This is an optimization exercise on Yosys and OpenROAD, whose aim is small area, not a production implementation. Only simulation tests tie the RTL to the original design; equivalence was not proved.

## yarrow
## branch_predictor
module branch_predictor #(
    parameter int ENTRIES = 64,
    parameter int TAG_W   = 8,
    parameter int GHR_W   = 6
) (
    input  logic             clk,
    input  logic             reset,
    input  logic [31:0]      IF_pc,
    output logic             pred_taken,
    output logic [31:0]      pred_target,
    output logic             pred_hit,
    output logic [GHR_W-1:0] pred_ghr,
    input  logic             upd_valid,
    input  logic [31:0]      upd_pc,
    input  logic             upd_taken,
    input  logic [31:0]      upd_target,
    input  logic             upd_is_cond,
    input  logic             upd_mispred,
    input  logic [GHR_W-1:0] upd_ghr,
    output logic [31:0]      mispred_cnt
);
    localparam int IDX_W = $clog2(ENTRIES);
    logic [ENTRIES-1:0] valid_r;
    logic [TAG_W-1:0]   tag_r     [ENTRIES];
    logic [31:0]        target_r  [ENTRIES];
    logic [ENTRIES-1:0] is_cond_r;
    logic [1:0]         ctr_r     [ENTRIES];
    logic [31:0]        mispred_cnt_r;
    logic [IDX_W-1:0]  if_idx_s, upd_idx_s;
    logic [TAG_W-1:0]  if_tag_s, upd_tag_s;
    logic [ENTRIES-1:0] if_sel_s, upd_sel_s;
    assign if_idx_s  = IF_pc[IDX_W+1:2];
    assign if_tag_s  = IF_pc[IDX_W+1+TAG_W:IDX_W+2];
    assign upd_idx_s = upd_pc[IDX_W+1:2];
    assign upd_tag_s = upd_pc[IDX_W+1+TAG_W:IDX_W+2];
    bp_dec6 u_if_dec  (.a(if_idx_s),  .y(if_sel_s));
    bp_dec6 u_upd_dec (.a(upd_idx_s), .y(upd_sel_s));
    logic [ENTRIES-1:0] tag_col    [TAG_W];
    logic [ENTRIES-1:0] target_col [32];
    logic [ENTRIES-1:0] ctr_col    [2];
    always_comb begin
        for (int i = 0; i < ENTRIES; i++) begin
            for (int b = 0; b < TAG_W; b++) tag_col[b][i] = tag_r[i][b];
            for (int b = 0; b < 32; b++)    target_col[b][i] = target_r[i][b];
            for (int b = 0; b < 2; b++)     ctr_col[b][i] = ctr_r[i][b];
        end
    end
    logic              rd_valid, rd_cond, rd_dir;
    logic [TAG_W-1:0]  rd_tag;
  ...
Size: about 5400 cells after synthesis, about 180 I/O pins.
==> flow/config.mk <==
export PLATFORM = sky130hd
export DESIGN_NAME = branch_predictor
export DESIGN_NICKNAME = branch_predictor
export VERILOG_FILES = /design/flow/design.v
export SDC_FILE = /design/flow/constraint.sdc
export NUM_CORES = 4
export LEC_CHECK = 0
export CAP_MARGIN = 20
export CORE_MARGIN = 2
export CORE_UTILIZATION = 65
export CTS_BUF_LIST = sky130_fd_sc_hd__clkbuf_16
export CTS_CLUSTER_DIAMETER = 60
export CTS_CLUSTER_SIZE = 30
export PLACE_DENSITY = 0.75
export SETUP_SLACK_MARGIN = 0.15
export SLEW_MARGIN = 20
export SYNTH_HIERARCHICAL = 1
export SYNTH_MINIMUM_KEEP_SIZE = 0
==> flow/constraint.sdc <==
create_clock -name core_clock -period 7.0 [get_ports {clk}]
set_input_delay 1.4000 -clock core_clock [delete_from_list [all_inputs] [get_ports {clk}]]
set_output_delay 1.4000 -clock core_clock [all_outputs]
set_load 0.01 [all_outputs]
standard.sh (not shown) runs the stock make flow with config.mk's settings and CLKGATE_MAP_FILE= SYNTH_SCRIPT=/design/flow/synth_recipe.tcl, a recipe that flattens the netlist after the stock synthesis.
==> flow/flow/run.sh <==
#!/bin/bash
# The standard layout, with plain buffers on the ports and no CTS dummy loads.
set -euo pipefail
export BUFFER_PORTS_ARGS="-buffer_cell sky130_fd_sc_hd__buf_2"
export CTS_ARGS="-sink_clustering_enable -repair_clock_nets -dont_use_dummy_load -sink_clustering_size 30 -sink_clustering_max_diameter 60 -buf_list sky130_fd_sc_hd__clkbuf_16"
bash standard.sh > standard_flow.log 2>&1
yarrow closes out successfully: all stages finished, all timing, DRC and antenna checks passed.
Modified inputs, zinc compared to yarrow
--- a/flow/config.mk
+++ b/flow/config.mk
@@ -9,3 +9,3 @@
 export CORE_MARGIN = 2
-export CORE_UTILIZATION = 65
+export CORE_UTILIZATION = 60
 export CTS_BUF_LIST = sky130_fd_sc_hd__clkbuf_16
@@ -13,3 +13,3 @@
 export CTS_CLUSTER_SIZE = 30
-export PLACE_DENSITY = 0.75
+export PLACE_DENSITY = 0.7
 export SETUP_SLACK_MARGIN = 0.15
### Flow results
- Pin count of the biggest net entering global routing down 32% in zinc wrt yarrow
- zinc — number of nets in the layout 36 higher, yarrow as reference
- Changes observed in zinc relative to yarrow: x dimension of the die up about 4%; initial antenna violation count up 13.
Input changes introduced in quartz (baseline for comparison: zinc):
==> flow/flow/run.sh <==
#!/bin/bash
# The standard layout, with plain buffers on the ports and no CTS dummy loads.
set -euo pipefail
export BUFFER_PORTS_ARGS="-buffer_cell sky130_fd_sc_hd__buf_2"
export CTS_ARGS="-sink_clustering_enable -repair_clock_nets -dont_use_dummy_load -sink_clustering_size 18 -sink_clustering_max_diameter 55 -buf_list sky130_fd_sc_hd__clkbuf_8"
bash standard.sh > standard_flow.log 2>&1
--- a/flow/config.mk
+++ b/flow/config.mk
@@ -10,5 +10,5 @@
 export CORE_UTILIZATION = 60
-export CTS_BUF_LIST = sky130_fd_sc_hd__clkbuf_16
-export CTS_CLUSTER_DIAMETER = 60
-export CTS_CLUSTER_SIZE = 30
+export CTS_BUF_LIST = sky130_fd_sc_hd__clkbuf_8
+export CTS_CLUSTER_DIAMETER = 55
+export CTS_CLUSTER_SIZE = 18
 export PLACE_DENSITY = 0.7
==> comparison <==
| minimum period implied by the final worst setup slack | quartz vs zinc | worse |. Compare quartz and zinc | CTS buffer count higher: quartz. Delta (quartz minus zinc): register-to-register slack flat, total of clock buffers placed in the layout up about 25%.

## what the ideal ports hide
The flow's constraints put no driver on any port. The routed layouts listed below were extracted and timed again, unchanged, in two steps.
Step 1 assumes that a clkbuf_16 drives the clock port and a buf_2 every other input.
Step 2 adds t to the input delays and takes it off the output delays; t is the mean of the earliest and latest rising clock arrival at the registers after step 1. Input paths then give back, and output paths get back, about the clock's delay inside the block.
Slacks: ideal ports / drivers / drivers and shift; pairs: ideal ports / drivers.
run	t (ns)	slack for setup (ns)	worst setup path after step 2	latest minus earliest clock arrival (ns)
yarrow	0.861	0.115 / 0.051 / 0.051	input to output	0.089 / 0.088
zinc	0.894	0.249 / 0.127 / 0.127	input to output	0.080 / 0.080
quartz	1.030	0.198 / 0.073 / 0.073	input to output	0.139 / 0.140
After both steps setup and hold are still met in every run listed. The setup slack of quartz, which loses most, moves by -0.125 ns with the drivers and by -0.125 ns with both steps.
